From an optimization exercise on the open Yosys and OpenROAD flow, aimed at a short achievable clock period and few clock cycles; shortcuts taken in it are not production practice. At most, simulation tests tie the RTL to the original design; equivalence was not proved. For runs 6 and 7, only the layout was checked, not whether the RTL still works. Power is estimated from default activity; no workload was simulated.

==> design/flow/config.mk <==
export PLATFORM = sky130hd
export DESIGN_NAME = bounded_priority_queue_fifo_tiebreak
export DESIGN_NICKNAME = bounded_priority_queue_fifo_tiebreak
export VERILOG_FILES = /design/flow/design.v
export SDC_FILE = /design/flow/constraint.sdc
export NUM_CORES = 4
export LEC_CHECK = 0
export ABC_CLOCK_PERIOD_IN_PS = 1500
export CAP_MARGIN = 20
export CORE_MARGIN = 2
export CORE_UTILIZATION = 50
export SETUP_SLACK_MARGIN = 3.3
export SLEW_MARGIN = 20
==> design/flow/constraint.sdc <==
create_clock -name core_clock -period 5.0 [get_ports {clock}]
set_input_delay 1.0000 -clock core_clock [delete_from_list [all_inputs] [get_ports {clock}]]
set_output_delay 1.0000 -clock core_clock [all_outputs]
set_load 0.01 [all_outputs]
==> design/flow/design.v <==
package bpq_pkg;
   localparam int FIELD_VALUE_W = 32;
   localparam int FIELD_PRIO_W  = 8;
   localparam int STATUS_W      = 2;
   localparam int FILL_W        = 5;
   localparam logic OP_PUSH = 1'b0;
   localparam logic OP_POP  = 1'b1;
   localparam logic [STATUS_W-1:0] STATUS_OK    = 2'd0;
   localparam logic [STATUS_W-1:0] STATUS_FULL  = 2'd1;
   localparam logic [STATUS_W-1:0] STATUS_EMPTY = 2'd2;
   typedef struct packed {
      logic accept;
      logic scan_issue;
      logic scan_end;
      logic shift_wr;
      logic finish_pop;
      logic emit;
   } cmd_type;
   typedef struct packed {
      logic req_pop;
      logic full;
      logic empty;
      logic scan_last;
      logic shift_done;
      logic out_free;
   } stat_type;
endpackage
module bounded_priority_queue_fifo_tiebreak #(
   parameter int QUEUE_DEPTH    = 16,
   parameter int VALUE_WIDTH    = 32,
   parameter int PRIORITY_WIDTH = 8
) (
   input  logic                                     clock,
   input  logic                                     reset,
   input  logic                                     req_valid,
   output logic                                     req_ready,
   input  logic                                     req_opcode,
   input  logic signed [bpq_pkg::FIELD_VALUE_W-1:0] req_in_value,
   input  logic        [bpq_pkg::FIELD_PRIO_W-1:0]  req_in_priority,
   output logic                                     rsp_valid,
   input  logic                                     rsp_ready,
   output logic        [bpq_pkg::STATUS_W-1:0]      rsp_status,
   output logic signed [bpq_pkg::FIELD_VALUE_W-1:0] rsp_out_value,
   output logic        [bpq_pkg::FIELD_PRIO_W-1:0]  rsp_out_priority,
   output logic        [bpq_pkg::FILL_W-1:0]        rsp_fill_count
);
   localparam int D     = QUEUE_DEPTH;
   localparam int VW    = bpq_pkg::FIELD_VALUE_W;
   localparam int PW    = bpq_pkg::FIELD_PRIO_W;
   localparam int SW    = bpq_pkg::STATUS_W;
   localparam int FW    = bpq_pkg::FILL_W;
   localparam int RW    = SW + VW + PW + FW;    
   localparam int NBUF  = 3;                    
   logic rdy;
   logic acc;
   assign acc = req_valid & rdy;
   logic          a_v;
   logic          a_op;
   logic [VW-1:0] a_val;
   logic [PW-1:0] a_pri;
   logic [D-1:0]  a_g;       
   logic          a_g_b;     
   logic          a_g_a;     
   logic [VW-1:0] b_val;
   logic [PW-1:0] b_pri;
   logic [D-1:0]  m_new, m_prev, m_keep;    
   logic [D-1:0]  p_new, p_prev, p_keep;
   logic [D-1:0][VW-1:0] q_val;
   logic [D-1:0][PW-1:0] q_pri;
   logic [D-1:0]         q_v;
   logic [D:0]           fill_oh;
   logic [D-1:0] g;
   always_comb begin
      for (int i = 0; i < D; i++) begin
         g[i] = q_v[i] & (q_pri[i] >= req_in_priority);
      end
   end
   always_ff @(posedge clock) begin
      a_op  <= req_opcode;
      a_val <= req_in_value;
      a_pri <= req_in_priority;
      a_g   <= g;
      a_g_b <= (b_pri >= req_in_priority);
      a_g_a <= (a_pri >= req_in_priority);
      if (reset) a_v <= 1'b0;
      else       a_v <= acc;
   end
   logic [D-1:0][VW-1:0] n_val;
   logic [D-1:0][PW-1:0] n_pri;
   logic [D-1:0]         n_v;
   logic [D-1:0]         m_next;
   always_comb begin
      for (int i = 0; i < D; i++) begin
         m_next[i] = ~(m_new[i] | m_prev[i] | m_keep[i]);
         n_val[i] = ({VW{m_keep[i]}} & q_val[i]) | ({VW{m_new[i]}} & b_val);
         n_pri[i] = ({PW{m_keep[i]}} & q_pri[i]) | ({PW{m_new[i]}} & b_pri);
         n_v[i]   = (m_keep[i] & q_v[i]) | m_new[i];
         if (i < D - 1) begin
            n_val[i] = n_val[i] | ({VW{m_next[i]}} & q_val[i+1]);
            n_pri[i] = n_pri[i] | ({PW{m_next[i]}} & q_pri[i+1]);
            n_v[i]   = n_v[i]   | (m_next[i] & q_v[i+1]);
         end
         if (i > 0) begin
            n_val[i] = n_val[i] | ({VW{m_prev[i]}} & q_val[i-1]);
            n_pri[i] = n_pri[i] | ({PW{m_prev[i]}} & q_pri[i-1]);
            n_v[i]   = n_v[i]   | (m_prev[i] & q_v[i-1]);
         end
      end
   end
   logic [D-1:0] g1, ge;
   logic [D-1:0] p_next;
   logic         a_push, a_pop;
   logic [D-1:0] d_new, d_prev, d_keep;
   always_comb begin
      for (int i = 0; i < D; i++) begin
         p_next[i] = ~(p_new[i] | p_prev[i] | p_keep[i]);
         g1[i] = (p_keep[i] & a_g[i]) | (p_new[i] & a_g_b);
         if (i < D - 1) g1[i] = g1[i] | (p_next[i] & a_g[i+1]);
         if (i > 0)     g1[i] = g1[i] | (p_prev[i] & a_g[i-1]);
      end
      for (int i = 0; i < D; i++) begin
         ge[i] = (m_keep[i] & g1[i]) | (m_new[i] & a_g_a);
         if (i < D - 1) ge[i] = ge[i] | (m_next[i] & g1[i+1]);
         if (i > 0)     ge[i] = ge[i] | (m_prev[i] & g1[i-1]);
      end
      a_push = a_v & (a_op == bpq_pkg::OP_PUSH) & ~n_v[D-1];
      a_pop  = a_v & (a_op == bpq_pkg::OP_POP)  &  n_v[0];
      for (int i = 0; i < D; i++) begin
         if (i == 0) begin
            d_new[i]  = a_push & ~ge[0];
            d_prev[i] = 1'b0;
         end else begin
            d_new[i]  = a_push & ~ge[i] &  ge[i-1];
            d_prev[i] = a_push & ~ge[i] & ~ge[i-1];
         end
         d_keep[i] = ~(a_pop | (a_push & ~ge[i]));
      end
   end
   always_ff @(posedge clock) begin
      b_val <= a_val;
      b_pri <= a_pri;
      q_val <= n_val;
      q_pri <= n_pri;
      if (reset) begin
         m_new  <= '0;
         m_prev <= '0;
         m_keep <= '1;
         p_new  <= '0;
         p_prev <= '0;
         p_keep <= '1;
         q_v    <= '0;
      end else begin
         m_new  <= d_new;
         m_prev <= d_prev;
         m_keep <= d_keep;
         p_new  <= m_new;
         p_prev <= m_prev;
         p_keep <= m_keep;
         q_v    <= n_v;
      end
   end
   logic [D:0]       r_fill_oh;
   logic [SW-1:0]    r_status;
   logic [VW-1:0]    r_val;
   logic [PW-1:0]    r_pri;
   logic [FW-1:0]    r_fill;
   logic [RW-1:0]    r_all;
   always_comb begin
      r_val     = '0;
      r_pri     = '0;
      r_fill_oh = fill_oh;
      if (a_op == bpq_pkg::OP_PUSH) begin
         r_status = n_v[D-1] ? bpq_pkg::STATUS_FULL : bpq_pkg::STATUS_OK;
         if (!fill_oh[D]) r_fill_oh = {fill_oh[D-1:0], 1'b0};
      end else begin
         r_status = n_v[0] ? bpq_pkg::STATUS_OK : bpq_pkg::STATUS_EMPTY;
         if (n_v[0]) begin
            r_val  = n_val[0];
            r_pri  = n_pri[0];
         end
         if (!fill_oh[0]) r_fill_oh = {1'b0, fill_oh[D:1]};
      end
      r_fill = '0;
      for (int k = 0; k <= D; k++) begin
         r_fill = r_fill | ({FW{r_fill_oh[k]}} & FW'(k));
      end
      r_all = {r_status, r_val, r_pri, r_fill};
   end
   logic [NBUF-1:0][RW-1:0] f_data;
   logic [1:0]              f_wr, f_rd, f_rd1;
   logic [1:0]              f_cnt;
   logic                    take;
   logic [RW-1:0]           o_stay, o_step;
   logic [RW-1:0]           o_data;
   logic                    o_v;
   logic [2:0]              held;
   logic                    rdy_in;
   assign take  = o_v & rsp_ready;
   assign f_rd1 = (f_rd == 2'(NBUF - 1)) ? 2'd0 : f_rd + 2'd1;
   assign o_stay = (f_cnt == 2'd0) ? r_all : f_data[f_rd];
   assign o_step = (f_cnt == 2'd1) ? r_all : f_data[f_rd1];
   always_ff @(posedge clock) begin
      if (a_v) f_data[f_wr] <= r_all;
      o_data <= take ? o_step : o_stay;
      if (reset) begin
         fill_oh <= (D+1)'(1);
         f_wr  <= 2'd0;
         f_rd  <= 2'd0;
         f_cnt <= 2'd0;
         o_v   <= 1'b0;
      end else begin
         if (a_v)  fill_oh <= r_fill_oh;
         if (a_v)  f_wr <= (f_wr == 2'(NBUF - 1)) ? 2'd0 : f_wr + 2'd1;
         if (take) f_rd <= f_rd1;
         f_cnt <= f_cnt + 2'(a_v) - 2'(take);
         o_v   <= (f_cnt != 2'd0 && !(f_cnt == 2'd1 && take)) | a_v;
      end
   end
   assign held = 3'(a_v) + 3'(f_cnt);
   always_comb begin
      case (held)
         3'd0, 3'd1: rdy_in = 1'b1;
         3'd2:       rdy_in = ~acc | take;
         3'd3:       rdy_in = ~acc & take;
         default:    rdy_in = 1'b0;
      endcase
   end
   always_ff @(posedge clock) begin
      if (reset) rdy <= 1'b1;
      else       rdy <= rdy_in;
   end
   assign req_ready        = rdy;
   assign rsp_valid        = o_v;
   assign rsp_status       = o_data[RW-1 -: SW];
   assign rsp_out_value    = o_data[VW+PW+FW-1 -: VW];
   assign rsp_out_priority = o_data[PW+FW-1 -: PW];
   assign rsp_fill_count   = o_data[FW-1:0];
endmodule
==> design/flow/run.sh <==
#!/bin/bash
# synth_recipe.tcl (not shown) runs the flow's synth.tcl, then flattens the netlist and writes it again
# the make line also repeats each setting of config.mk as NAME=value (left out here)
make -C /OpenROAD-flow-scripts/flow DESIGN_CONFIG=/design/flow/config.mk WORK_HOME=/design/flow/orfs CLKGATE_MAP_FILE= SYNTH_SCRIPT=/design/flow/synth_recipe.tcl finish
==> results of run 1 <==
==> layout make-up <==
type                       instances  area (sq um)  share of cell area
inverter                         219         878.3             0.01406
tap                             1254          1569             0.02511
clock buffer                     171          3508             0.05616
clock inverter                    44         544.3            0.008712
sequential                      1063         22860              0.3660
antenna                            1         2.502          0.00004005
timing repair buffer             486          6827              0.1093
multi-input combinational       3252         26260              0.4203
timing repair inverter             2         27.53           0.0004406
==> cell usage after synthesis, types with 38 or more instances <==
| library cell | count | share of area |
|---|---|---|
| o221ai_1 | 44 | 0.0082 |
| mux2i_1 | 98 | 0.021 |
| inv_1 | 216 | 0.017 |
| mux2_2 | 44 | 0.011 |
| dfxtp_1 | 922 | 0.39 |
| a222oi_1 | 616 | 0.13 |
| a2bb2oi_1 | 42 | 0.0078 |
| nor3b_1 | 41 | 0.0065 |
| or2_2 | 57 | 0.0076 |
| a221oi_1 | 99 | 0.018 |
| a211oi_1 | 44 | 0.0070 |
| a22o_1 | 44 | 0.0082 |
| o22ai_1 | 149 | 0.020 |
| nor2_1 | 127 | 0.010 |
| nor2b_1 | 38 | 0.0050 |
| nand2_1 | 1298 | 0.10 |
| edfxtp_1 | 141 | 0.090 |
| a21oi_1 | 90 | 0.0096 |
| ha_1 | 151 | 0.040 |
| clkbuf_1 | 465 | 0.037 |
==> worst max path at each step <==
| stage | start | end | slack, ps | depth (start not counted) |
|---|---|---|---|---|
| 2_1_floorplan | req_in_priority[5] | a_g[10]$_DFF_P_ | 2710 | 6 |
| 3_3_place_gp | rsp_ready | o_data[4]$_DFF_P_ | 1130 | 8 |
| 3_5_place_dp | rsp_ready | o_data[4]$_DFF_P_ | 1090 | 8 |
| 4_1_cts | o_v$_SDFF_PP0_ | rsp_valid | 2800 | 1 |
| 5_1_grt | o_data[32]$_DFF_P_ | rsp_out_value[19] | 2810 | 1 |
| 6_report | o_data[32]$_DFF_P_ | rsp_out_value[19] | 2820 | 1 |
==> flip-flops by register name (all words and copies together) (netlist names), 8 cells and up <==
register  cells
q_val       512
f_data      141
q_pri       128
o_data       47
a_val        32
b_val        32
fill_oh      17
a_g          16
m_keep       16
m_new        16
p_keep       16
p_new        16
q_v          16
m_prev       15
p_prev       15
a_pri         8
b_pri         8
==> through the flow <==
stage / total power, W / area [sq um] / cells / util
floorplan: 0.01353 / 48400 / 5037 / -
global placement: 0.01464 / 49380 / 5960 / 0.5291
detailed placement: 0.01475 / 49370 / 5960 / 0.5290
CTS: 0.02470 / 59580 / 6389 / 0.6384
global route: 0.02636 / 62470 / 6491 / 0.6694
finish: 0.02543 / 62480 / 6492 / 0.6694
==> cells by family (layout without fill, tap and decap cells) <==
group | after synthesis | in the layout | share of synthesized area
fa+ha+maj | 151 | 151 | 0.04013
simple gates | 1660 | 1670 | 0.1476
mux | 142 | 143 | 0.03136
flops | 1063 | 1063 | 0.4820
other cells | 0 | 1 | 0
buf+inv | 733 | 922 | 0.05942
compound gates | 1285 | 1285 | 0.2389
xor+xnor | 3 | 3 | 0.0005582
==> per-layer routing <==
metal	vias to the layer above	wire (um)	global-route usage
li1	19300	-	-
met1	19810	67340	0.3973
met2	1849	73410	0.5010
met3	447	11260	0.03392
met4	0	8955	0.1399
met5	-	0	0
==> report_power, final <==
part	switching, W	internal (W)
logic	0.00258	0.00275
registers	0.00117	0.00988
clock network	0.00359	0.00546
==> what timing repair did <==
| item | in CTS | in global routing |
|---|---|---|
| setup endpoints to repair | 450 | 388 |
| cloned | 50 | 25 |
| endpoints found under the hold margin | 0 | 0 |
| pin swaps | 242 | 205 |
| setup buffers | 164 | 77 |
| resized for setup | 915 | 308 |
==> summary.md, run 1 <==
| Metric | Value |
|---|---|
| Setup TNS | 0 ps |
| Startpoint Class | flop |
| Worst setup margin | 2823 ps |
| Yosys reg bits | 1063 |
| Worst Hold Depth | 0 |
| Leading cell type in the layout, fill and taps excluded | nand2_1 |
| Worst-margin pin slew | ~790 ps |
| FF-to-FF Start | a_op$_DFF_P_ |
| Max Cap Violations | 0 |
| DR iter-0 viols | ~6600 |
| Port buffer count | 93 |
| Clock latency on the worst-skew pair | between 700 and 800 ps |
| Slew Limit Fails | 0 |
| Worst hold path class | reg2reg |
| Outcome | timing/DRC/antenna clean |
| Critical Path RT | about 4000 ps |
| Setup violators final | 0 |
| Worst-path clk slew | 60 ps |
| Largest net degree at the start of global routing | 82 |
| Mapped cell area | between 0.04 and 0.05 sq mm |
| Worst R2R End | f_data[47]$_DFFE_PP_ |
| Post-synthesis cell type count | 63 |
| CORE AREA | between 0.09 and 0.1 sq mm |
| Routed wire length | 161000 um |
| Syn-to-layout area delta | 32.70% |
| Slowest stage cell, crit path | dfxtp_2 |
| Worst-case clock buffer depth | 3 |
| Place WS | 1094 ps |
| Die Area | between 0.09 and 0.1 sq mm |
| Antenna Nets Post-Route | 0 |
| Critical path class | reg2out |
| Share of layout cells above drive strength 1 | 0.2734 |
| Die height | 310.9 um |
| DRT Pass-1 Iters | 11 |
| Worst Hold Launch | a_val[8]$_DFF_P_ |
| CP peak stage delay | ~360 ps |
| H-tree level count | 3 |
| Die width | 310.9 um |
| Depth of the most critical reg-to-reg path | 7 |
| CP bufs+invs | 1 |
| Max Fclk | 459.3 MHz |
| First-pass GRT wire length | approximately 240000 um |
| Worst-path cell chain | buf_6 |
| DR vias | 41410 |
| Clock Skews | 34.80 ps |
| Gate Count Post-Synth | slightly above 5000 |
| Crit-path max FO | 1 |
| Total CTS buffers | 114 |
| GRT Total Usage | 0.3027 |
| DRC errors left | 0 |
| Crit share post-route | 0.4354 |
| Most frequent cells in the layout | 1290 x nand2_1, 823 x dfxtp_1, 616 x a222oi_1 |
| # rows | 112 |
| Synth warn | 1 |
| Slew HR | 0.4696 |
| Hold-fix buffer count after cts | 0 |
| Nets | 5334 |
| Power density cells | roughly 400 mW/mm^2 |
| Fillers | 7243 |
| RSZ-0062 raised after global routing | true |
| Period minus WS final | 2177 ps |
| CTS tree | built |
| Critical path data arrival time | approximately 1200 ps |
| Worst min-delay path endpoint | b_val[8]$_DFF_P_ |
| Leak | between 20 and 30 nW |
| Clock sink total | 1063 |
| Grt total ovfl | 0 |
| CTS root buffer | clkbuf_16 |
| Gpl congestion | about 0.81 |
| Post-synthesis async set-or-reset flop share | 0 |
| DP Wirelength | 83350 um |
| Post-synth EDFFs | approximately 140 |
| Seq/Total Area, Yosys | 0.4820 |
| Mean Syn Cell Area | between 9 and 10 sq um |
| Vias per cell | about 6.4 |
| Boundary pin count | 94 |
| Setup crit end kind | output port |
| R2R setup slack | around 3000 ps |
| Final Hold Slack | roughly 320 ps |
| Initial antenna violation count | 0 |
| Crit-path leading delay family | flip-flops |
| Final hold violations | 0 |
| Peak supply drop | between 0.0003 and 0.0004 V |
| Number of global-route vias before repair | a little under 40000 |
| Post-synth top flop | dfxtp_1 |
| Post-Syn Nets | approximately 5200 |
| Initial Utilization | 0.5045 |
| Per-cell routed wire length | 24.79 um |
Testbench counts, summed over its fixed seeds: cycles 24,016.
==> inputs of run 2 (changes only) <==
--- a/design/flow/config.mk
+++ b/design/flow/config.mk
@@ -10,3 +10,3 @@
 export CORE_MARGIN = 2
-export CORE_UTILIZATION = 50
+export CORE_UTILIZATION = 65
 export SETUP_SLACK_MARGIN = 3.3
==> summary.md, run 2 <==
| Metric | Value |
|---|---|
| Outcome | stopped before the end |
| Stopped at | 5_1_grt |
| Error | [ERROR GRT-0232] Routing congestion too high. Check the congestion heatmap in the GUI. |
| Post-Syn Nets | 5233 (unchanged) |
| DP Wirelength | 79110 um (-5.1%) |
| Mux contribution to synthesized area | 0.03136 (unchanged) |
| Post-synth top flop | dfxtp_1 |
| Clock sink total | 1063 (unchanged) |
| GRT Total Usage | 0.7465 |
| Die width | 273.1 um (-12%) |
| Yosys reg bits | 1063 (unchanged) |
| GRT worst endpoint | f_data[95]$_DFFE_PP_/D |
| Initial Utilization | 0.6575 (+0.1530) |
| Total CTS buffers | 105 (-7.9%) |
| Largest net degree at the start of global routing | 90 |
| Worst-case clock buffer depth | 3 (unchanged) |
| Gate Count Post-Synth | 5037 (unchanged) |
| Initial antenna violation count | 18 |
| Synth top area cells | dfxtp_1 39%, a222oi_1 13%, nand2_1 10% |
| CTS root buffer | clkbuf_16 |
| Seq/Total Area, Yosys | 0.4820 (unchanged) |
| Count leader, synth | nand2_1 |
| Adder-cell share of the synthesized area | 0.04013 (unchanged) |
| Mean Syn Cell Area | 9.347 sq um (unchanged) |
| Inst Count DP | 5652 (-5.2%) |
| Synth Area in XOR/XNOR | 0.0005581 (unchanged) |
| Simple-gate share of the synthesized area | 0.1476 (unchanged) |
| Post-synthesis async set-or-reset flop share | 0 (unchanged) |
| Mapped cell area | 0.04708 sq mm (unchanged) |
| Port buffer count | 93 (unchanged) |
| H-tree level count | 3 (unchanged) |
| Synth warn | 1 (unchanged) |
| Largest family of logic cells by synthesized area | compound AO/OA/AOI/OAI gates |
| Gpl congestion | 0.8435 (+4.7%) |
| Hold-fix buffer count after cts | 0 (unchanged) |
| Die height | 273.1 um (-12%) |
| Post-synthesis cell type count | 63 (unchanged) |
| Boundary pin count | 94 (unchanged) |
| Grt total ovfl | 13 |
| Synth top area share | 0.3920 (unchanged) |
| Commonest cells in the netlist | 1298 x nand2_1, 922 x dfxtp_1, 616 x a222oi_1 |
| Post-synth EDFFs | 141 (unchanged) |
| # rows | 98 (-13%) |
| WEP type | sequential cell input |
| Dpl cell area | 0.04899 sq mm (-0.77%) |
| Compound-Gate Fraction of Synth Area | 0.2389 (unchanged) |
| Synth area leader | dfxtp_1 |
| Place WS | 1465 ps (+371.0 ps) |
run 2: stage by stage:
| step | utilization | hold slack [ps] |
|---|---|---|
| after CTS | 0.8133 | 319.3 |
| after detailed placement | 0.6841 | 312.1 |
| after global placement | 0.6841 | 309.7 |
| after floorplan | - | 309.6 |
run 2: kinds of logic after synthesis:
| group | Yosys count |
|---|---|
| buffers and inverters | 733 |
| AOI/OAI and AO/OA | 1285 |
| and+or+nand+nor | 1660 |
| xor gates and xnor gates | 3 |
| DFF | 1063 |
| adders and majority gates | 151 |
| muxes | 142 |
run 2: worst min path at each step:
| stage | start | to | slack [ps] |
|---|---|---|---|
| 2_1_floorplan | a_val[0]$_DFF_P_ | b_val[0]$_DFF_P_ | 310 |
| 3_3_place_gp | a_val[11]$_DFF_P_ | b_val[11]$_DFF_P_ | 310 |
| 3_5_place_dp | a_val[14]$_DFF_P_ | b_val[14]$_DFF_P_ | 310 |
| 4_1_cts | a_val[23]$_DFF_P_ | b_val[23]$_DFF_P_ | 320 |
run 2: repair_timing:
action                     in CTS
setup endpoints to repair     502
resized for setup             882
gates cloned                   51
pin swaps                     207
setup buffers                 148
run 2: power groups by stage:
stage                     combinational, W  sequential [W]  clock, W
after floorplan                    0.00283          0.0107         0
after detailed placement           0.00366          0.0111         0
after global placement             0.00352          0.0110         0
after CTS                          0.00445          0.0109   0.00796
run 2: per-layer routing:
metal | GRT usage | GRT overflow
met5 | 0.4968 | 0
met4 | 0.6276 | 6
met3 | 0.6430 | 1
met2 | 0.8710 | 3
met1 | 0.7766 | 3
==> inputs of run 3 (changes only) <==
--- a/design/flow/config.mk
+++ b/design/flow/config.mk
@@ -10,3 +10,3 @@
 export CORE_MARGIN = 2
-export CORE_UTILIZATION = 65
+export CORE_UTILIZATION = 61
 export SETUP_SLACK_MARGIN = 3.3
==> summary.md, run 3 <==
| Metric | Value |
|---|---|
| CTS tree | built |
| Leak | about 26 nW |
| CORE AREA | 0.07620 sq mm |
| Cell Int Power | 0.01742 W |
| Clock Skews | approximately 36 ps |
| Initial Utilization | 0.6179 (-0.03963) |
| Share of layout cells above drive strength 1 | 0.2563 |
| DR iter-0 viols | 8049 |
| Post-Syn Nets | 5233 (unchanged) |
| Clock latency on the worst-skew pair | between 700 and 800 ps |
| Per-cell routed wire length | approximately 26 um |
| Slew HR | 0.2558 |
| GRT Total Usage | 0.3545 |
| Die height | 281.8 um (+3.2%) |
| Startpoint Class | flop |
| Worst path most repeated cell | buf_4 |
| Grt total ovfl | 0 |
| Crit-path max FO | 7 |
| Total CTS buffers | 109 (+3.8%) |
| Commonest cells in the netlist | 1298 x nand2_1, 922 x dfxtp_1, 616 x a222oi_1 |
| Seq pwr share | 0.447 |
| Post-synth top flop | dfxtp_1 |
| Leading cell type in the layout, fill and taps excluded | nand2_1 |
| Critical Path RT | approximately 5600 ps |
| Die width | 281.8 um (+3.2%) |
| Slew Limit Fails | 0 |
| Worst hold path class | reg2reg |
| Post-synth EDFFs | 141 (unchanged) |
| Vias per cell | approximately 7.0 |
| Synth top area share | 0.3920 (unchanged) |
| H-tree level count | 3 (unchanged) |
| Critical path data arrival time | 2800 ps |
| Hold-fix buffer count after cts | 0 (unchanged) |
| Setup violators final | 0 |
| # rows | 101 (+3.1%) |
| Combinational share of power | 0.211 |
| Largest net degree at the start of global routing | 90 |
| Syn-to-layout area delta | 29.20% |
| Seq/Total Area, Yosys | 0.4820 (unchanged) |
| DP Wirelength | 80010 um (+1.1%) |
| Gate Count Post-Synth | 5037 (unchanged) |
| Largest Register | q_val |
| DR vias | 43550 |
| Setup TNS | 0 ps |
| Synth warn | 1 (unchanged) |
| Gpl congestion | 0.8271 (-1.9%) |
| Sw Share | 0.3010 |
| Mapped cell area | 0.04708 sq mm (unchanged) |
| Boundary pin count | 94 (unchanged) |
| Nets | 5315 |
| Initial antenna violation count | 4 |
| RSZ-0062 raised after global routing | true |
| Largest register FFs | slightly above 500 |
| Worst-path cell chain | buf_12 > mux2i_4 > buf_6 > buf_8 > nor2_4 > o21ai_4 > nor4_4 > buf_4 > buf_4 > a21oi_2 |
| Synth top area cells | dfxtp_1 39%, a222oi_1 13%, nand2_1 10% |
| Power density cells | 409.6 mW/mm^2 |
| Antenna Nets Post-Route | 0 |
| Port buffer count | 93 (unchanged) |
| Largest registers | q_val: 512 flops, f_data: 141 flops, q_pri: 128 flops |
| DRT Pass-1 Iters | 14 |
| Yosys reg bits | 1063 (unchanged) |
| Clock sink total | 1063 (unchanged) |
| Peak supply drop | about 0.00033 V |
| Worst-case clock buffer depth | 3 (unchanged) |
| Clk pwr share | 0.342 |
| Post-synthesis async set-or-reset flop share | 0 (unchanged) |
| Setup crit end kind | flop |
| Most frequent cells in the layout | 1291 x nand2_1, 831 x dfxtp_1, 616 x a222oi_1 |
| Util after Layout | 0.7983 |
| Final Hold Slack | 314.0 ps |
| Post-synthesis cell type count | 63 (unchanged) |
| Worst-path clk slew | approximately 70 ps |
| Crit share post-route | 0.4366 |
| Final hold violations | 0 |
| Number of global-route vias before repair | 38910 |
| Outcome | timing/DRC/antenna clean |
| Critical path class | reg2reg |
| Mean Syn Cell Area | 9.347 sq um (unchanged) |
| NetSw | 0.007499 W |
| Die Area | around 0.079 sq mm |
| Period minus WS final | 2183 ps |
| Max Fclk | ~460 MHz |
| Routed wire length | 165400 um |
| Worst-margin pin slew | 1116 ps |
| Max Cap Violations | 0 |
| DRC errors left | 0 |
| CTS root buffer | clkbuf_16 |
| Slowest stage cell, crit path | mux2i_4 |
| Synth area leader | dfxtp_1 |
| First-pass GRT wire length | between 200000 and 250000 um |
| Count leader, synth | nand2_1 |
| CP peak stage delay | 430 ps |
run 3: worst max-delay path, delay by kind of cell, from the launching register on:
family	cells	cell delay, ps
compound gates	2	390
buf+inv	5	730
flops	1	410
mux	1	430
simple gates	2	130
run 3: through the flow:
stage / instance area (sq um) / total power, W / std cells / worst slack, ps
3_3_place_gp: 49130 / 0.01457 / 5737 / 1396
3_5_place_dp: 49130 / 0.01470 / 5737 / 1336
6_report: 60830 / 0.02492 / 6244 / 2817
4_1_cts: 58320 / 0.02394 / 6130 / 2813
2_1_floorplan: 48400 / 0.01353 / 5037 / 2715
5_1_grt: 60830 / 0.02564 / 6243 / 2764
run 3: logic make-up after synthesis:
group / after synthesis / synth area share
mux: 142 / 0.03136
xor+xnor: 3 / 0.0005582
buf+inv: 733 / 0.05942
fa+ha+maj: 151 / 0.04013
flops: 1063 / 0.4820
simple gates: 1660 / 0.1476
compound gates: 1285 / 0.2389
run 3: layout make-up:
class	instances	area [sq um]
multi-input combinational	3255	25830
clock inverter	50	578.1
tap	1030	1289
inverter	219	877.1
antenna	1	2.502
clock buffer	155	3157
timing repair inverter	2	17.52
timing repair buffer	469	6231
fill	4726	15370
sequential	1063	22850
run 3: worst paths after layout:
path,startpoint,to,slack [ps],cells after the start
max,a_op$_DFF_P_,o_data[0]$_DFF_P_,2820,10
min,a_val[28]$_DFF_P_,b_val[28]$_DFF_P_,310,0
max reg2reg,a_op$_DFF_P_,o_data[0]$_DFF_P_,2820,10
min reg2reg,a_val[28]$_DFF_P_,b_val[28]$_DFF_P_,310,0
run 3: power groups by stage:
stage | logic [W] | clock network [W] | registers [W]
floorplan | 0.00283 | 0 | 0.0107
global placement | 0.00351 | 0 | 0.0111
detailed placement | 0.00364 | 0 | 0.0111
CTS | 0.00451 | 0.00849 | 0.0109
global route | 0.00556 | 0.00890 | 0.0112
finish | 0.00527 | 0.00852 | 0.0111
run 3: what timing repair did:
action / in CTS / in global routing
cloned: 46 / 22
endpoints found under the setup margin: 378 / 383
setup buffers: 142 / 91
gates resized for setup: 918 / 208
pin swaps: 158 / 173
run 3: routing by layer:
metal | GRT usage | vias to the layer above | part of all wire
met4 | 0.1848 | 8 | 0.074
met2 | 0.5866 | 2953 | 0.44
met3 | 0.04516 | 887 | 0.11
li1 | - | 19280 | -
met1 | 0.4551 | 20420 | 0.37
met5 | 0 | - | 0.00032
==> inputs of run 4 (changes only) <==
--- a/design/flow/config.mk
+++ b/design/flow/config.mk
@@ -10,3 +10,3 @@
 export CORE_MARGIN = 2
-export CORE_UTILIZATION = 61
+export CORE_UTILIZATION = 58
 export SETUP_SLACK_MARGIN = 3.3
==> summary.md, run 4 <==
| Metric | Value |
|---|---|
| Critical path data arrival time | 1190 ps (-1610 ps) |
| Startpoint Class | flop |
| Vias per cell | 6.757 (-3.1%) |
| Port buffer count | 93 (unchanged) |
| Crit-path leading delay family | flip-flops |
| FF-to-FF Start | f_wr[0]$_SDFFE_PP0P_ |
| Initial Utilization | 0.5855 (-0.03239) |
| DRC errors left | 0 (unchanged) |
| Setup crit end kind | output port |
| Combinational share of power | 0.208 (-0.003) |
| # rows | 104 (+3.0%) |
| Slew Limit Fails | 0 (unchanged) |
| DP Wirelength | 81360 um (+1.7%) |
| Post-synthesis cell type count | 63 (unchanged) |
| Critical path origin | o_v$_SDFF_PP0_ |
| Boundary pin count | 94 (unchanged) |
| Max Fclk | 456.3 MHz (-0.39%) |
| First-pass GRT wire length | 229200 um (+1.5%) |
| Mean Syn Cell Area | 9.347 sq um (unchanged) |
| Slew HR | 0.2632 (+0.007409) |
| Die width | 288.9 um (+2.5%) |
| CP bufs+invs | 1 (-4) |
| Grt total ovfl | 0 (unchanged) |
| Post-Syn Nets | 5233 (unchanged) |
| Worst-path clk slew | 60 ps (about the same) |
| Clock Skews | 40.36 ps (+4.355 ps) |
| Crit share post-route | 0.4383 (+0.001720) |
| Die height | 288.9 um (+2.5%) |
| Synth warn | 1 (unchanged) |
| Clk pwr share | 0.344 (+0.002) |
| Peak supply drop | 0.0003926 V (+18%) |
| Critical path class | reg2out |
| Post-synth top flop | dfxtp_1 |
| Per-cell routed wire length | 25.21 um (-4.8%) |
| Setup violators final | 0 (unchanged) |
| Sw Share | 0.2968 (-0.004175) |
| GRT Total Usage | 0.3415 (-0.01303) |
| Cell Int Power | 0.01744 W (+0.11%) |
| Worst setup margin | 2808 ps (-8.600 ps) |
| Outcome | timing/DRC/antenna clean |
| Synth area leader | dfxtp_1 |
| Gpl congestion | 0.8292 (+0.25%) |
| Largest registers | q_val: 512 flops, f_data: 141 flops, q_pri: 128 flops |
| DR vias | 42260 (-3.0%) |
| CORE AREA | 0.08042 sq mm (+5.5%) |
| Max Cap Violations | 0 (unchanged) |
| CTS root buffer | clkbuf_16 |
| Post-synth EDFFs | 141 (unchanged) |
| Synth top area share | 0.3920 (unchanged) |
| Initial antenna violation count | 1 (-3) |
| Worst hold path class | reg2reg |
| RSZ-0062 raised after global routing | true |
| Depth of the most critical reg-to-reg path | 8 (-2) |
| Critical Path RT | 4000 ps (-1620 ps) |
| Clock sink total | 1063 (unchanged) |
| Crit-path max FO | 2 (-5) |
| CP peak stage delay | 360 ps (-70 ps) |
| Period minus WS final | 2192 ps (+8.600 ps) |
| Antenna Nets Post-Route | 0 (unchanged) |
| Power density cells | 406.2 mW/mm^2 (-0.84%) |
| Gate Count Post-Synth | 5037 (unchanged) |
| Leak | 25.59 nW (-0.38%) |
| CTS tree | built |
| DR iter-0 viols | 7332 (-8.9%) |
| H-tree level count | 3 (unchanged) |
| Clock latency on the worst-skew pair | 720 ps (about the same) |
| Critical Path Sink | rsp_valid |
| Mapped cell area | 0.04708 sq mm (unchanged) |
| Synth top area cells | dfxtp_1 39%, a222oi_1 13%, nand2_1 10% |
| Share of layout cells above drive strength 1 | 0.2642 (+0.007919) |
| R2R setup slack | 2910 ps (+90 ps) |
| Seq pwr share | 0.447 (about the same) |
| Worst-margin pin slew | 1105 ps (-11.11 ps) |
| Largest register FFs | 512 (unchanged) |
| Die Area | 0.08347 sq mm (+5.1%) |
| Yosys reg bits | 1063 (unchanged) |
| NetSw | 0.007360 W (-1.9%) |
| Post-synthesis async set-or-reset flop share | 0 (unchanged) |
| Worst-case clock buffer depth | 3 (unchanged) |
| Largest Register | q_val |
| Number of global-route vias before repair | 38640 (-0.70%) |
| Seq/Total Area, Yosys | 0.4820 (unchanged) |
| Largest net degree at the start of global routing | 90 (unchanged) |
| Crit path depth | 1 (-9) |
| Hold-fix buffer count after cts | 0 (unchanged) |
| Commonest cells in the netlist | 1298 x nand2_1, 922 x dfxtp_1, 616 x a222oi_1 |
| Slowest stage cell, crit path | dfxtp_4 |
| Total CTS buffers | 111 (+1.8%) |
| Most frequent cells in the layout | 1289 x nand2_1, 833 x dfxtp_1, 616 x a222oi_1 |
| Place WS | 1446 ps (+110.2 ps) |
| Final hold violations | 0 (unchanged) |
| DRT Pass-1 Iters | 13 (-1) |
| Fillers | 5441 (+15%) |
| Worst-path cell chain | buf_6 |
| Routed wire length | 157700 um (-4.7%) |
| Nets | 5294 (-0.40%) |
| Worst R2R End | f_data[128]$_DFFE_PP_ |
| Setup TNS | 0 ps (unchanged) |
| Syn-to-layout area delta | 29.66% |
| Leading cell type in the layout, fill and taps excluded | nand2_1 |
| Count leader, synth | nand2_1 |
-- run 4: metal layers --
| metal | vias up | part of all wire | GRT usage |
|---|---|---|---|
| li1 | 19240 | - | - |
| met1 | 20140 | 0.40 | 0.4555 |
| met4 | 2 | 0.057 | 0.1456 |
| met5 | - | 0.000076 | 0 |
| met3 | 529 | 0.091 | 0.04740 |
| met2 | 2343 | 0.45 | 0.5567 |
-- run 4: kinds of logic (layout without fill, tap and decap cells) --
family                     Yosys count  after routing  share of synthesized area
muxes                              142            146                    0.03136
other                                0              1                          0
buffers and inverters              733            874                    0.05942
adders and majority gates          151            151                    0.04013
AOI/OAI and AO/OA                 1285           1285                     0.2389
xor gates and xnor gates             3              3                  0.0005582
DFF                               1063           1063                     0.4820
and+or+nand+nor                   1660           1671                     0.1476
-- run 4: how the worst min path moves through the flow --
stage,start,to,slack [ps],cells after the start
after detailed placement,a_val[16]$_DFF_P_,b_val[16]$_DFF_P_,310,0
final,a_val[10]$_DFF_P_,b_val[10]$_DFF_P_,320,0
after floorplan,a_val[0]$_DFF_P_,b_val[0]$_DFF_P_,310,0
after global placement,a_val[21]$_DFF_P_,b_val[21]$_DFF_P_,310,0
after global routing,a_val[22]$_DFF_P_,b_val[22]$_DFF_P_,330,0
after CTS,a_val[13]$_DFF_P_,b_val[13]$_DFF_P_,320,0
-- run 4: stage by stage --
step,util,power (W),std cells,hold WS [ps],instance area (sq um)
global route,0.7591,0.02563,6253,326.2,61040
finish,0.7591,0.02480,6254,322.0,61050
detailed placement,0.6113,0.01474,5767,312.1,49160
CTS,0.7267,0.02412,6162,323.6,58440
floorplan,-,0.01353,5037,309.6,48400
global placement,0.6114,0.01463,5767,310.1,49170
-- run 4: worst register-to-register path, delay by kind of cell (launching register included) --
kind / cells / cell delay [ps]
AO/OA/AOI/OAI: 1 / 90
adder cells (fa/ha/maj): 1 / 290
buffers and inverters: 5 / 710
flip-flops: 1 / 370
AND/OR/NAND/NOR: 1 / 460
-- run 4: cell type report --
cell class | count | area, sq um | area share
inverter | 219 | 884.6 | 0.01449
tap | 1060 | 1326 | 0.02173
timing repair buffer | 445 | 5927 | 0.09709
multi-input combinational | 3256 | 26240 | 0.4299
clock inverter | 51 | 579.3 | 0.009489
antenna | 1 | 2.502 | 0.00004099
timing repair inverter | 2 | 17.52 | 0.0002869
clock buffer | 157 | 3213 | 0.05263
sequential | 1063 | 22850 | 0.3744
-- run 4: power by group through the flow --
stage / logic, W / registers, W / clock network, W
2_1_floorplan: 0.00283 / 0.0107 / 0
3_3_place_gp: 0.00356 / 0.0111 / 0
3_5_place_dp: 0.00366 / 0.0111 / 0
4_1_cts: 0.00457 / 0.0110 / 0.00860
5_1_grt: 0.00551 / 0.0112 / 0.00893
6_report: 0.00516 / 0.0111 / 0.00854
-- run 4: repair_timing --
item / 4_1_cts / 5_1_grt
gates resized for setup: 869 / 292
setup buffers: 139 / 78
cloned: 48 / 13
pin swaps: 145 / 220
setup endpoints to repair: 478 / 321
==> inputs of run 5 (changes only) <==
--- a/design/flow/config.mk
+++ b/design/flow/config.mk
@@ -7,7 +7,7 @@
 export LEC_CHECK = 0
-export ABC_CLOCK_PERIOD_IN_PS = 1500
+export ABC_CLOCK_PERIOD_IN_PS = 1000
 export CAP_MARGIN = 20
 export CORE_MARGIN = 2
-export CORE_UTILIZATION = 58
-export SETUP_SLACK_MARGIN = 3.3
+export CORE_UTILIZATION = 55
+export SETUP_SLACK_MARGIN = 3.5
 export SLEW_MARGIN = 20
==> summary.md, run 5 <==
| Metric | Value |
|---|---|
| Critical path origin | o_data[10]$_DFF_P_ |
| Gpl congestion | 0.8195 (-1.2%) |
| Met2 WL post-DR | 74370 um (+4.6%) |
| Vias per cell | 6.849 (+1.4%) |
| Synth top area cells | dfxtp_1 39%, a222oi_1 13%, nand2_1 10% |
| DRT Pass-1 Iters | 15 (+2) |
| Startpoint Class | flop |
| First-pass GRT wire length | 240100 um (+4.7%) |
| Grt total ovfl | 0 (unchanged) |
| Commonest cells in the netlist | 1298 x nand2_1, 922 x dfxtp_1, 616 x a222oi_1 |
| DP Wirelength | 84840 um (+4.3%) |
| Die height | 296.6 um (+2.7%) |
| RSZ-0062 raised after global routing | true |
| Critical path class | reg2out |
| Boundary pin count | 94 (unchanged) |
| Largest Register | q_val |
| Outcome | timing/DRC/antenna clean |
| Synth area leader | dfxtp_1 |
| Clock sink total | 1063 (unchanged) |
| CTS root buffer | clkbuf_16 |
| Number of global-route vias before repair | 42370 (+9.7%) |
| CP bufs+invs | 1 (unchanged) |
| Syn-to-layout area delta | 32.02% |
| Crit-path max FO | 1 (-1) |
| Gate Count Post-Synth | 5037 (unchanged) |
| Metal-1 WL | 66070 um (+4.4%) |
| Yosys reg bits | 1063 (unchanged) |
| Initial Utilization | 0.5538 (-0.03165) |
| Crit-path leading delay family | flip-flops |
| Crit share post-route | 0.4377 (-0.0005940) |
| GRT Total Usage | 0.3422 (+0.0007400) |
| Count leader, synth | nand2_1 |
| Util after Layout | 0.7312 (-0.02797) |
| Seq/Total Area, Yosys | 0.4820 (unchanged) |
| Critical path data arrival time | 1190 ps (about the same) |
| Post-synth EDFFs | 141 (unchanged) |
| Synth top area share | 0.3920 (unchanged) |
| Clock Skews | 20.08 ps (-20.28 ps) |
| CORE AREA | 0.08501 sq mm (+5.7%) |
| DR iter-0 viols | 6916 (-5.7%) |
| Slowest stage cell, crit path | dfxtp_2 |
| Post-synthesis cell type count | 63 (unchanged) |
| Max Fclk | 456.9 MHz (+0.14%) |
| Critical Path RT | 4000 ps (about the same) |
| Initial antenna violation count | 2 (+1) |
| Post-synth top flop | dfxtp_1 |
| Leading cell type in the layout, fill and taps excluded | nand2_1 |
| Hold-fix buffer count after cts | 0 (unchanged) |
| Die width | 296.6 um (+2.7%) |
| Slew HR | 0.4167 (+0.1535) |
| Setup violators final | 0 (unchanged) |
| Largest net degree at the start of global routing | 69 (-23%) |
| Slew Limit Fails | 0 (unchanged) |
| R2R setup slack | 2890 ps (-20 ps) |
| Worst-margin pin slew | 873.7 ps (-231.4 ps) |
| Crit path depth | 1 (unchanged) |
| Depth of the most critical reg-to-reg path | 8 (unchanged) |
| Worst hold path class | reg2reg |
| FF-to-FF Start | a_op$_DFF_P_ |
| Total CTS buffers | 111 (unchanged) |
| Worst-path cell chain | buf_6 |
| Die Area | 0.08796 sq mm (+5.4%) |
| Antenna Nets Post-Route | 0 (unchanged) |
| CTS tree | built |
| Critical Path Sink | rsp_out_priority[5] |
| Max Cap Violations | 0 (unchanged) |
| Worst-case clock buffer depth | 3 (unchanged) |
| Met3 WL | 16910 um (+18%) |
| Post-synthesis async set-or-reset flop share | 0 (unchanged) |
| Mean Syn Cell Area | 9.347 sq um (unchanged) |
| Synth warn | 1 (unchanged) |
| Per-cell routed wire length | 25.37 um (+0.63%) |
| DR vias | 43780 (+3.6%) |
| Peak supply drop | 0.0003812 V (-2.9%) |
| Share of layout cells above drive strength 1 | 0.2725 (+0.008283) |
| Worst-path clk slew | 70 ps (about the same) |
| DRC errors left | 0 (unchanged) |
| Leak | 26.11 nW (+2.0%) |
| Largest register FFs | 512 (unchanged) |
| Port buffer count | 93 (unchanged) |
| Clock latency on the worst-skew pair | 700 ps (-20 ps) |
| Highest Signal Layer | met4 |
| Mapped cell area | 0.04708 sq mm (unchanged) |
| Final hold violations | 0 (unchanged) |
| Post-Syn Nets | 5233 (unchanged) |
| CP peak stage delay | 370 ps (about the same) |
| H-tree level count | 3 (unchanged) |
| # rows | 107 (+2.9%) |
| Routed wire length | 162200 um (+2.9%) |
| Setup crit end kind | output port |
| Period minus WS final | 2189 ps (-2.970 ps) |
| Largest registers | q_val: 512 flops, f_data: 141 flops, q_pri: 128 flops |
| Worst R2R End | f_data[97]$_DFFE_PP_ |
| Setup TNS | 0 ps (unchanged) |
| Power density cells | 396.2 mW/mm^2 (-2.5%) |
| Most frequent cells in the layout | 1292 x nand2_1, 824 x dfxtp_1, 616 x a222oi_1 |
| Nets | 5353 (+1.1%) |
run 5: cell counts after synthesis:
No cell type changed its count.
run 5: final cells by class:
| class | count | area [sq um] |
|---|---|---|
| tap | 1144 | 1431 |
| antenna | 1 | 2.502 |
| clock inverter | 36 | 326.6 |
| inverter | 219 | 884.6 |
| fill | 6096 | 22850 |
| multi-input combinational | 3253 | 26310 |
| clock buffer | 168 | 3273 |
| sequential | 1063 | 22860 |
| timing repair buffer | 506 | 7033 |
| timing repair inverter | 3 | 33.78 |
run 5: what timing repair did:
item | 4_1_cts | 5_1_grt
cloned | 70 | 13
buffers inserted | 160 | 83
gates resized for setup | 919 | 232
pin swaps | 347 | 213
endpoints found under the setup margin | 821 | 507
run 5: cells by family (layout without fill, tap and decap cells):
family | after synthesis | after routing | synth area share
simple gates | 1660 | 1669 | 0.1476
flops | 1063 | 1063 | 0.4820
other cells | 0 | 1 | 0
buf+inv | 733 | 932 | 0.05942
compound gates | 1285 | 1285 | 0.2389
xor+xnor | 3 | 3 | 0.0005582
mux | 142 | 145 | 0.03136
fa+ha+maj | 151 | 151 | 0.04013
run 5: layer usage:
| metal | GRT usage | up-vias |
|---|---|---|
| li1 | - | 19360 |
| met1 | 0.4663 | 21830 |
| met2 | 0.5498 | 2234 |
| met3 | 0.05895 | 363 |
| met4 | 0.1171 | 0 |
| met5 | 0 | - |
run 5: worst min path at each step:
stage / slack, ps / start / cells past startpoint / endpoint
3_3_place_gp: 310 / a_val[14]$_DFF_P_ / 0 / b_val[14]$_DFF_P_
6_report: 330 / a_val[17]$_DFF_P_ / 0 / b_val[17]$_DFF_P_
3_5_place_dp: 310 / a_val[23]$_DFF_P_ / 0 / b_val[23]$_DFF_P_
5_1_grt: 330 / a_val[19]$_DFF_P_ / 0 / b_val[19]$_DFF_P_
2_1_floorplan: 310 / a_val[0]$_DFF_P_ / 0 / b_val[0]$_DFF_P_
4_1_cts: 320 / a_val[10]$_DFF_P_ / 0 / b_val[10]$_DFF_P_
run 5: worst register-to-register path, cell delays in order (launching register included):
cell	delay, ps
dfxtp_4	380
buf_12	140
or2_4	280
o221ai_4	290
o21ai_4	140
buf_6	140
nor4_4	260
buf_4	180
o22ai_2	60
run 5: report_power, final:
| part | switching, W | internal, W |
|---|---|---|
| Combinational | 0.00259 | 0.00276 |
| Clock | 0.00357 | 0.00467 |
| Sequential | 0.00117 | 0.00988 |
| Total | 0.00732 | 0.0173 |
run 5: through the flow:
stage	power [W]	instance area [sq um]	hold slack, ps	instances	setup WS [ps]
floorplan	0.01365	49330	309.6	5037	2715
global placement	0.01482	50030	310.7	5862	1528
detailed placement	0.01490	50030	312.1	5862	1491
CTS	0.02403	60020	318.0	6296	2803
global route	0.02548	62160	331.6	6393	2802
finish	0.02463	62160	326.1	6393	2811
==> inputs of run 6 (changes only) <==
--- a/design/flow/design.v
+++ b/design/flow/design.v
@@ -53,2 +53,3 @@
    localparam int NBUF  = 3;                    
+   localparam int CNT_W = $clog2(D + 1);
    logic rdy;
@@ -63,2 +64,3 @@
    logic          a_g_a;     
+   logic          b_push, b_pop;
    logic [VW-1:0] b_val;
@@ -70,3 +72,3 @@
    logic [D-1:0]         q_v;
-   logic [D:0]           fill_oh;
+   logic [CNT_W-1:0]     cnt;
    logic [D-1:0] g;
@@ -90,2 +92,3 @@
    logic [D-1:0]         n_v;
+   logic [CNT_W-1:0]     n_cnt;
    logic [D-1:0]         m_next;
@@ -108,2 +111,5 @@
       end
+      n_cnt = cnt;
+      if (b_push)     n_cnt = cnt + CNT_W'(1);
+      else if (b_pop) n_cnt = cnt - CNT_W'(1);
    end
@@ -144,2 +150,4 @@
       if (reset) begin
+         b_push <= 1'b0;
+         b_pop  <= 1'b0;
          m_new  <= '0;
@@ -151,3 +159,6 @@
          q_v    <= '0;
+         cnt    <= '0;
       end else begin
+         b_push <= a_push;
+         b_pop  <= a_pop;
          m_new  <= d_new;
@@ -159,5 +170,6 @@
          q_v    <= n_v;
-      end
-   end
-   logic [D:0]       r_fill_oh;
+         cnt    <= n_cnt;
+      end
+   end
+   logic [CNT_W-1:0] n_cnt_p1, n_cnt_m1;
    logic [SW-1:0]    r_status;
@@ -168,8 +180,10 @@
    always_comb begin
-      r_val     = '0;
-      r_pri     = '0;
-      r_fill_oh = fill_oh;
+      n_cnt_p1 = n_cnt + CNT_W'(1);
+      n_cnt_m1 = n_cnt - CNT_W'(1);
+      r_val    = '0;
+      r_pri    = '0;
+      r_fill   = FW'(n_cnt);
       if (a_op == bpq_pkg::OP_PUSH) begin
          r_status = n_v[D-1] ? bpq_pkg::STATUS_FULL : bpq_pkg::STATUS_OK;
-         if (!fill_oh[D]) r_fill_oh = {fill_oh[D-1:0], 1'b0};
+         if (!n_v[D-1]) r_fill = FW'(n_cnt_p1);
       end else begin
@@ -179,8 +193,4 @@
             r_pri  = n_pri[0];
-         end
-         if (!fill_oh[0]) r_fill_oh = {1'b0, fill_oh[D:1]};
-      end
-      r_fill = '0;
-      for (int k = 0; k <= D; k++) begin
-         r_fill = r_fill | ({FW{r_fill_oh[k]}} & FW'(k));
+            r_fill = FW'(n_cnt_m1);
+         end
       end
@@ -205,3 +215,2 @@
       if (reset) begin
-         fill_oh <= (D+1)'(1);
          f_wr  <= 2'd0;
@@ -211,3 +220,2 @@
       end else begin
-         if (a_v)  fill_oh <= r_fill_oh;
          if (a_v)  f_wr <= (f_wr == 2'(NBUF - 1)) ? 2'd0 : f_wr + 2'd1;
==> summary.md, run 6 <==
| Metric | Value |
|---|---|
| Routed wire length | 149800 um (-7.7%) |
| Die Area | 0.08543 sq mm (-2.9%) |
| Util after Layout | 0.7148 (-0.01633) |
| Mapped cell area | 0.04571 sq mm (-2.9%) |
| Sw Share | 0.2957 (-0.001676) |
| Worst hold path class | reg2reg |
| Critical path class | reg2reg |
| Synth area leader | dfxtp_1 |
| Setup TNS | 0 ps (unchanged) |
| Port buffer count | 93 (unchanged) |
| Initial Utilization | 0.5558 (+0.001958) |
| Seq/Total Area, Yosys | 0.4921 (+0.01011) |
| DRC errors left | 0 (unchanged) |
| Gate Count Post-Synth | 4953 (-1.7%) |
| Max Cap Violations | 0 (unchanged) |
| GRT Total Usage | 0.3245 (-0.01770) |
| Mean Syn Cell Area | 9.228 sq um (-1.3%) |
| Synth top area cells | dfxtp_1 40%, a222oi_1 13%, nand2_1 10% |
| Final cell count without fillers | 6171 (-3.5%) |
| Leading cell type in the layout, fill and taps excluded | nand2_1 |
| Clock Skews | 25.17 ps (+5.085 ps) |
| Power density cells | 407.3 mW/mm^2 (+2.8%) |
| Synth warn | 1 (unchanged) |
| Syn-to-layout area delta | 28.62% |
| Slew HR | 0.4675 (+0.05082) |
| Post-route design area | 0.05879 sq mm (-5.4%) |
| Post-synth top flop | dfxtp_1 |
| Gpl congestion | 0.8020 (-2.1%) |
| CTS tree | built |
| Startpoint Class | flop |
| Yosys reg bits | 1053 (-0.94%) |
| Slew Limit Fails | 0 (unchanged) |
| Outcome | timing/DRC/antenna clean |
| Place WS | 1417 ps (-74.66 ps) |
| Most frequent cells in the layout | 1225 x nand2_1, 843 x dfxtp_1, 616 x a222oi_1 |
| Post-synth EDFFs | 141 (unchanged) |
| Post-synthesis async set-or-reset flop share | 0 (unchanged) |
| Count leader, synth | nand2_1 |
| Cell Int Power | 0.01686 W (-2.5%) |
| First-pass GRT wire length | 223200 um (-7.0%) |
| Crit share post-route | 0.4501 (+0.01234) |
| Final hold violations | 0 (unchanged) |
| DR vias | 40480 (-7.6%) |
| Boundary pin count | 94 (unchanged) |
| Share of layout cells above drive strength 1 | 0.2302 (-0.04233) |
| Inst Count DP | 5718 (-2.5%) |
| Period minus WS final | 2250 ps (+61.72 ps) |
| Post-Syn Nets | 5153 (-1.5%) |
| Synth top area share | 0.3994 (+0.007404) |
| DRT Pass-1 Iters | 14 (-1) |
| Grt total ovfl | 0 (unchanged) |
| Largest register FFs | 512 (unchanged) |
| Setup crit end kind | flop |
| Dpl cell area | 0.04799 sq mm (-4.1%) |
| # rows | 105 (-1.9%) |
| Peak supply drop | 0.0003649 V (-4.3%) |
| Critical path data arrival time | 2670 ps (+1480 ps) |
| Die height | 292.3 um (-1.4%) |
| Per-cell routed wire length | 24.27 um (-4.3%) |
| Crit-path max FO | 5 (+4) |
| Antenna Nets Post-Route | 0 (unchanged) |
| DR iter-0 viols | 6364 (-8.0%) |
| Diodes inserted | 0 (-1) |
| Worst setup margin | 2750 ps (-61.72 ps) |
| Worst-case clock buffer depth | 3 (unchanged) |
| Initial antenna violation count | 0 (-2) |
| Setup violators final | 0 (unchanged) |
| Largest registers | q_val: 512 flops, f_data: 141 flops, q_pri: 128 flops |
| Nets | 5215 (-2.6%) |
| CORE AREA | 0.08224 sq mm (-3.3%) |
| DP Wirelength | 80080 um (-5.6%) |
| Number of global-route vias before repair | 37360 (-12%) |
| Die width | 292.3 um (-1.4%) |
| Vias per cell | 6.559 (-4.2%) |
| CTS root buffer | clkbuf_16 |
| NetSw | 0.007079 W (-3.3%) |
| Clock latency on the worst-skew pair | 700 ps (about the same) |
| Leak | 24.54 nW (-6.0%) |
| Max Fclk | 444.4 MHz (-2.7%) |
| Clk pwr share | 0.342 (+0.008) |
| Worst-path clk slew | 60 ps (about the same) |
| RSZ-0062 raised after global routing | true |
| Largest Register | q_val |
| Commonest cells in the netlist | 1274 x nand2_1, 912 x dfxtp_1, 616 x a222oi_1 |
| Critical Path RT | 5420 ps (+1420 ps) |
| Hold-fix buffer count after cts | 0 (unchanged) |
| Combinational share of power | 0.205 (-0.012) |
| Worst-margin pin slew | 798.7 ps (-75.03 ps) |
| Post-synthesis cell type count | 63 (unchanged) |
| H-tree level count | 3 (unchanged) |
| Seq pwr share | 0.453 (+0.004) |
| Largest net degree at the start of global routing | 79 (+14%) |
| Clock sink total | 1053 (-0.94%) |
| Total CTS buffers | 109 (-1.8%) |
-- run 6: cell types whose count changed after synthesis, moves of 40 or more --
cell	before	now
mux2_2	44	1
o21ai_0	23	70
o221ai_1	44	0
a21oi_1	90	181
o2bb2ai_1	0	41
or2_2	57	17
-- run 6: routing by layer --
layer	GRT usage	routed length, um
met4	0.1407	7556
met2	0.5366	68820
met3	0.03187	11330
met5	0	0
met1	0.4344	62090
-- run 6: power by group through the flow --
stage	Combinational, W	Sequential [W]	Clock (W)
after CTS	0.00447	0.0108	0.00828
after detailed placement	0.00357	0.0109	0
after global routing	0.00527	0.0110	0.00862
after floorplan	0.00271	0.0106	0
after global placement	0.00348	0.0109	0
final	0.00490	0.0109	0.00819
-- run 6: layout make-up --
cell class | instances | area, sq um
clock buffer | 163 | 3211
clock inverter | 34 | 411.6
fill | 6072 | 23450
inverter | 237 | 960.9
multi-input combinational | 3174 | 24590
sequential | 1053 | 22610
tap | 1070 | 1339
timing repair buffer | 435 | 5594
timing repair inverter | 5 | 66.31
-- run 6: timing repair --
| item | 4_1_cts | 5_1_grt |
|---|---|---|
| gates resized for setup | 810 | 212 |
| endpoints found under the setup margin | 620 | 546 |
| pin swaps | 228 | 182 |
| gates cloned | 46 | 8 |
| setup buffers | 128 | 74 |
-- run 6: critical path, cell delays in order, from the launching register on --
cell,delay [ps]
dfxtp_4,370
inv_2,50
ha_4,250
a221oi_4,370
inv_2,130
ha_4,200
a22oi_2,190
xor2_2,290
o22ai_1,140
-- run 6: final timing paths --
check / start / endpoint / slack (ps) / cells past startpoint
setup / recovery: cnt[1]$_SDFF_PP0_ / f_data[49]$_DFFE_PP_ / 2750 / 8
hold / removal: a_val[14]$_DFF_P_ / b_val[14]$_DFF_P_ / 320 / 0
setup reg to reg: cnt[1]$_SDFF_PP0_ / f_data[49]$_DFFE_PP_ / 2750 / 8
hold reg to reg: a_val[14]$_DFF_P_ / b_val[14]$_DFF_P_ / 320 / 0
-- run 6: kinds of logic after synthesis --
logic type	after synthesis	synth area share
xor+xnor	9	0.001889
fa+ha+maj	155	0.04243
buf+inv	735	0.06110
simple gates	1536	0.1336
compound gates	1366	0.2471
flops	1053	0.4921
mux	99	0.02182
-- run 6: stage by stage --
| stage | total power, W | hold WS [ps] |
|---|---|---|
| after global routing | 0.02484 | 327.2 |
| after floorplan | 0.01328 | 309.6 |
| after CTS | 0.02350 | 326.1 |
| after global placement | 0.01437 | 310.2 |
| final | 0.02394 | 323.1 |
| after detailed placement | 0.01445 | 312.1 |
==> inputs of run 7 (changes only) <==
--- a/design/flow/config.mk
+++ b/design/flow/config.mk
@@ -7,7 +7,7 @@
 export LEC_CHECK = 0
-export ABC_CLOCK_PERIOD_IN_PS = 1000
+export ABC_CLOCK_PERIOD_IN_PS = 1500
 export CAP_MARGIN = 20
 export CORE_MARGIN = 2
-export CORE_UTILIZATION = 55
-export SETUP_SLACK_MARGIN = 3.5
+export CORE_UTILIZATION = 50
+export SETUP_SLACK_MARGIN = 3.3
 export SLEW_MARGIN = 20
==> summary.md, run 7 <==
| Metric | Value |
|---|---|
| Startpoint Class | flop |
| Post-synthesis async set-or-reset flop share | 0 (unchanged) |
| Post-synthesis cell type count | 63 (unchanged) |
| Top Usage Layer GRT | met2 |
| CTS root buffer | clkbuf_16 |
| Multi-input logic area | 0.02380 sq mm (-3.2%) |
| Sw Share | 0.2910 (-0.004695) |
| Worst R2R End | o_data[2]$_DFF_P_ |
| Largest registers | q_val: 512 flops, f_data: 141 flops, q_pri: 128 flops |
| Port buffer count | 93 (unchanged) |
| Crit-path max FO | 5 (unchanged) |
| GRT Total Usage | 0.3057 (-0.01880) |
| CORE AREA | 0.09029 sq mm (+9.8%) |
| Seq/Total Area, Yosys | 0.4921 (unchanged) |
| Largest net degree at the start of global routing | 77 (-2.5%) |
| Diodes inserted | 0 (unchanged) |
| Seq pwr share | 0.455 (+0.002) |
| Worst-path clk slew | 60 ps (about the same) |
| Critical path class | reg2reg |
| Worst-margin pin slew | 882.0 ps (+83.29 ps) |
| Setup TNS | 0 ps (unchanged) |
| Final cell count without fillers | 6299 (+2.1%) |
| Max Fclk | 453.7 MHz (+2.1%) |
| Clock Skews | 16.75 ps (-8.423 ps) |
| Most frequent cells in the layout | 1222 x nand2_1, 847 x dfxtp_1, 616 x a222oi_1 |
| Combinational share of power | 0.194 (-0.011) |
| DRT Pass-1 Iters | 14 (unchanged) |
| Critical Path Sink | o_data[2]$_DFF_P_ |
| Largest register FFs | 512 (unchanged) |
| Synth top area cells | dfxtp_1 40%, a222oi_1 13%, nand2_1 10% |
| Worst-path cell chain | inv_2 > ha_4 > nor3b_4 > a221oi_4 > inv_2 > ha_4 > a22oi_2 > xor2_2 > o32ai_2 > a21o_1 |
| CTS tree | built |
| Seq. cell area | 0.02261 sq mm (about the same) |
| Post-synth top flop | dfxtp_1 |
| Setup crit end kind | flop |
| Per-cell routed wire length | 24.00 um (-1.1%) |
| Antenna Nets Post-Route | 0 (unchanged) |
| Setup violators final | 0 (unchanged) |
| Clk pwr share | 0.351 (+0.009) |
| Grt met3 use | 0.03684 (+0.004974) |
| Post-Syn Nets | 5153 (unchanged) |
| CP peak stage delay | 370 ps (about the same) |
| Slew Limit Fails | 0 (unchanged) |
| RSZ-0062 raised after global routing | true |
| Tot Pwr | 0.02390 W (-0.16%) |
| Met1 Use GR | 0.4046 (-0.02986) |
| R2R setup slack | 2800 ps (+50 ps) |
| Commonest cells in the netlist | 1274 x nand2_1, 912 x dfxtp_1, 616 x a222oi_1 |
| Count leader, synth | nand2_1 |
| Outcome | timing/DRC/antenna clean |
| Grt total ovfl | 0 (unchanged) |
| Routed wire length | 151200 um (+0.93%) |
| Dpl cell area | 0.04778 sq mm (-0.44%) |
| DR vias | 40130 (-0.85%) |
| Gpl congestion | 0.8175 (+1.9%) |
| Power density cells | 409.0 mW/mm^2 (+0.44%) |
| Synth warn | 1 (unchanged) |
| Total CTS buffers | 114 (+4.6%) |
| CP bufs+invs | 2 (unchanged) |
| Mean Syn Cell Area | 9.228 sq um (unchanged) |
| H-tree level count | 3 (unchanged) |
| Nets | 5225 (+0.19%) |
| Initial Utilization | 0.5062 (-0.04952) |
| Leak | 24.76 nW (+0.90%) |
| Max Cap Violations | 0 (unchanged) |
| Cell Int Power | 0.01695 W (+0.51%) |
| First-pass GRT wire length | 229600 um (+2.9%) |
| Worst Hold Launch | a_val[30]$_DFF_P_ |
| M2 GR Usage | 0.5013 (-0.03535) |
| Critical Path RT | 5580 ps (+160 ps) |
| Gate Count Post-Synth | 4953 (unchanged) |
| Slowest stage cell, crit path | dfxtp_4 |
| Vias per cell | 6.371 (-2.9%) |
| Crit-path leading delay family | compound AO/OA/AOI/OAI gates |
| Worst-case clock buffer depth | 3 (unchanged) |
| Initial antenna violation count | 0 (unchanged) |
| Crit share post-route | 0.4408 (-0.009292) |
| DRC errors left | 0 (unchanged) |
| FF-to-FF Start | cnt[1]$_SDFF_PP0_ |
| DP Wirelength | 80580 um (+0.63%) |
| Synth top area share | 0.3994 (unchanged) |
| Worst hold path class | reg2reg |
| Post-synth EDFFs | 141 (unchanged) |
| Hold-fix buffer count after cts | 0 (unchanged) |
| Die width | 306.4 um (+4.8%) |
| Critical path data arrival time | 2790 ps (+120 ps) |
| Share of layout cells above drive strength 1 | 0.2206 (-0.009577) |
| Largest Register | q_val |
| Depth of the most critical reg-to-reg path | 10 (+2) |
| Period minus WS final | 2204 ps (-46.46 ps) |
| Final hold violations | 0 (unchanged) |
| Boundary pin count | 94 (unchanged) |
| Mapped cell area | 0.04571 sq mm (unchanged) |
| Clock sink total | 1053 (unchanged) |
| Post-route design area | 0.05844 sq mm (-0.60%) |
| Syn-to-layout area delta | 27.85% |
| Clock latency on the worst-skew pair | 700 ps (about the same) |
| Critical path origin | cnt[1]$_SDFF_PP0_ |
| Util after Layout | 0.6472 (-0.06759) |
| Slew HR | 0.4120 (-0.05553) |
| Leading cell type in the layout, fill and taps excluded | nand2_1 |
| Crit path depth | 10 (+2) |
| DR iter-0 viols | 6952 (+9.2%) |
| Die height | 306.4 um (+4.8%) |
| Inst Count DP | 5825 (+1.9%) |
| Fillers | 7324 (+21%) |
| Synth area leader | dfxtp_1 |
| Peak supply drop | 0.0002820 V (-23%) |
| # rows | 110 (+4.8%) |
| Die Area | 0.09385 sq mm (+9.9%) |
| Number of global-route vias before repair | 37350 (-0.048%) |
| Yosys reg bits | 1053 (unchanged) |
| NetSw | 0.006955 W (-1.7%) |
==> run 7: cell counts after synthesis <==
Identical to the previous run, type by type.
==> run 7: cells by family after synthesis <==
group / after synthesis / share of synthesized area
flip-flops: 1053 / 0.4921
XOR/XNOR: 9 / 0.001889
buffers and inverters: 735 / 0.06110
adder cells (fa/ha/maj): 155 / 0.04243
AO/OA/AOI/OAI: 1366 / 0.2471
AND/OR/NAND/NOR: 1536 / 0.1336
multiplexers: 99 / 0.02182
==> run 7: power by group through the flow <==
stage / logic, W / clock network [W] / registers (W)
2_1_floorplan: 0.00263 / 0 / 0.0106
3_3_place_gp: 0.00345 / 0 / 0.0109
3_5_place_dp: 0.00353 / 0 / 0.0109
4_1_cts: 0.00432 / 0.00849 / 0.0108
5_1_grt: 0.00502 / 0.00885 / 0.0110
6_report: 0.00464 / 0.00839 / 0.0109
==> run 7: worst min-delay path by stage <==
stage               slack (ps)           endpoint  cells past startpoint
floorplan                  310   b_val[0]$_DFF_P_                      0
global placement           310  b_val[18]$_DFF_P_                      0
detailed placement         310  b_val[18]$_DFF_P_                      0
CTS                        320  b_val[30]$_DFF_P_                      0
global route               330  b_val[30]$_DFF_P_                      0
finish                     320  b_val[30]$_DFF_P_                      0
==> run 7: area by class of cell <==
class	instances	share of cell area
Clock buffer	180	0.05914
Clock inverter	34	0.004775
Inverter	237	0.01683
Multi-Input combinational cell	3175	0.4072
Sequential cell	1053	0.3869
Tap cell	1176	0.02518
Timing Repair Buffer	438	0.09866
Timing Repair inverter	6	0.001349
==> run 7: repair_timing <==
action,CTS,global route
pin swaps,287,180
gates resized for setup,836,187
setup endpoints to repair,461,301
cloned,62,2
buffers inserted,141,55
==> run 7: per-layer routing <==
layer / vias up / routed length, um
met5: - / 0
met4: 0 / 7219
met3: 382 / 10660
met2: 1787 / 69090
met1: 19190 / 64230
li1: 18780 / -
==> run 7: per-stage QoR <==
| step | hold WS [ps] | setup slack (ps) |
|---|---|---|
| 2_1_floorplan | 309.6 | 2540 |
| 3_3_place_gp | 310.0 | 1515 |
| 3_5_place_dp | 312.1 | 1499 |
| 4_1_cts | 324.4 | 2794 |
| 5_1_grt | 330.3 | 2699 |
| 6_report | 322.5 | 2796 |

-- what the ideal ports hide --
No port has a modelled driver above. Below, the same layouts with a new extraction and two added sets of constraints.
Step 1: set_driving_cell puts a clkbuf_16 on clock and a buf_2 on each other input, an assumption about the parent block.
Step 2 adds t to the input delays and takes it off the output delays; t is the mean of the earliest and latest rising clock arrival at the registers after step 1. Input paths then give back, and output paths get back, about the clock's delay inside the block.
Slacks: ideal ports / drivers / drivers and shift; pairs: ideal ports / drivers.
| run | shift t [ns] | slack for setup (ns) | clock arrival spread, ns |
|---|---|---|---|
| run 1 | 0.760 | 2.823 / 2.755 / 2.331 | 0.039 / 0.039 |
| run 3 | 0.757 | 2.817 / 2.750 / 2.233 | 0.037 / 0.038 |
| run 4 | 0.765 | 2.808 / 2.741 / 2.309 | 0.044 / 0.044 |
| run 5 | 0.762 | 2.811 / 2.743 / 2.436 | 0.023 / 0.023 |
| run 6 | 0.749 | 2.750 / 2.750 / 2.274 | 0.028 / 0.028 |
| run 7 | 0.762 | 2.796 / 2.753 / 2.320 | 0.018 / 0.019 |
After both steps every run listed still meets setup and hold. For run 3, which loses most, drivers alone change the setup slack by -0.067 ns; drivers and shift together by -0.584 ns.
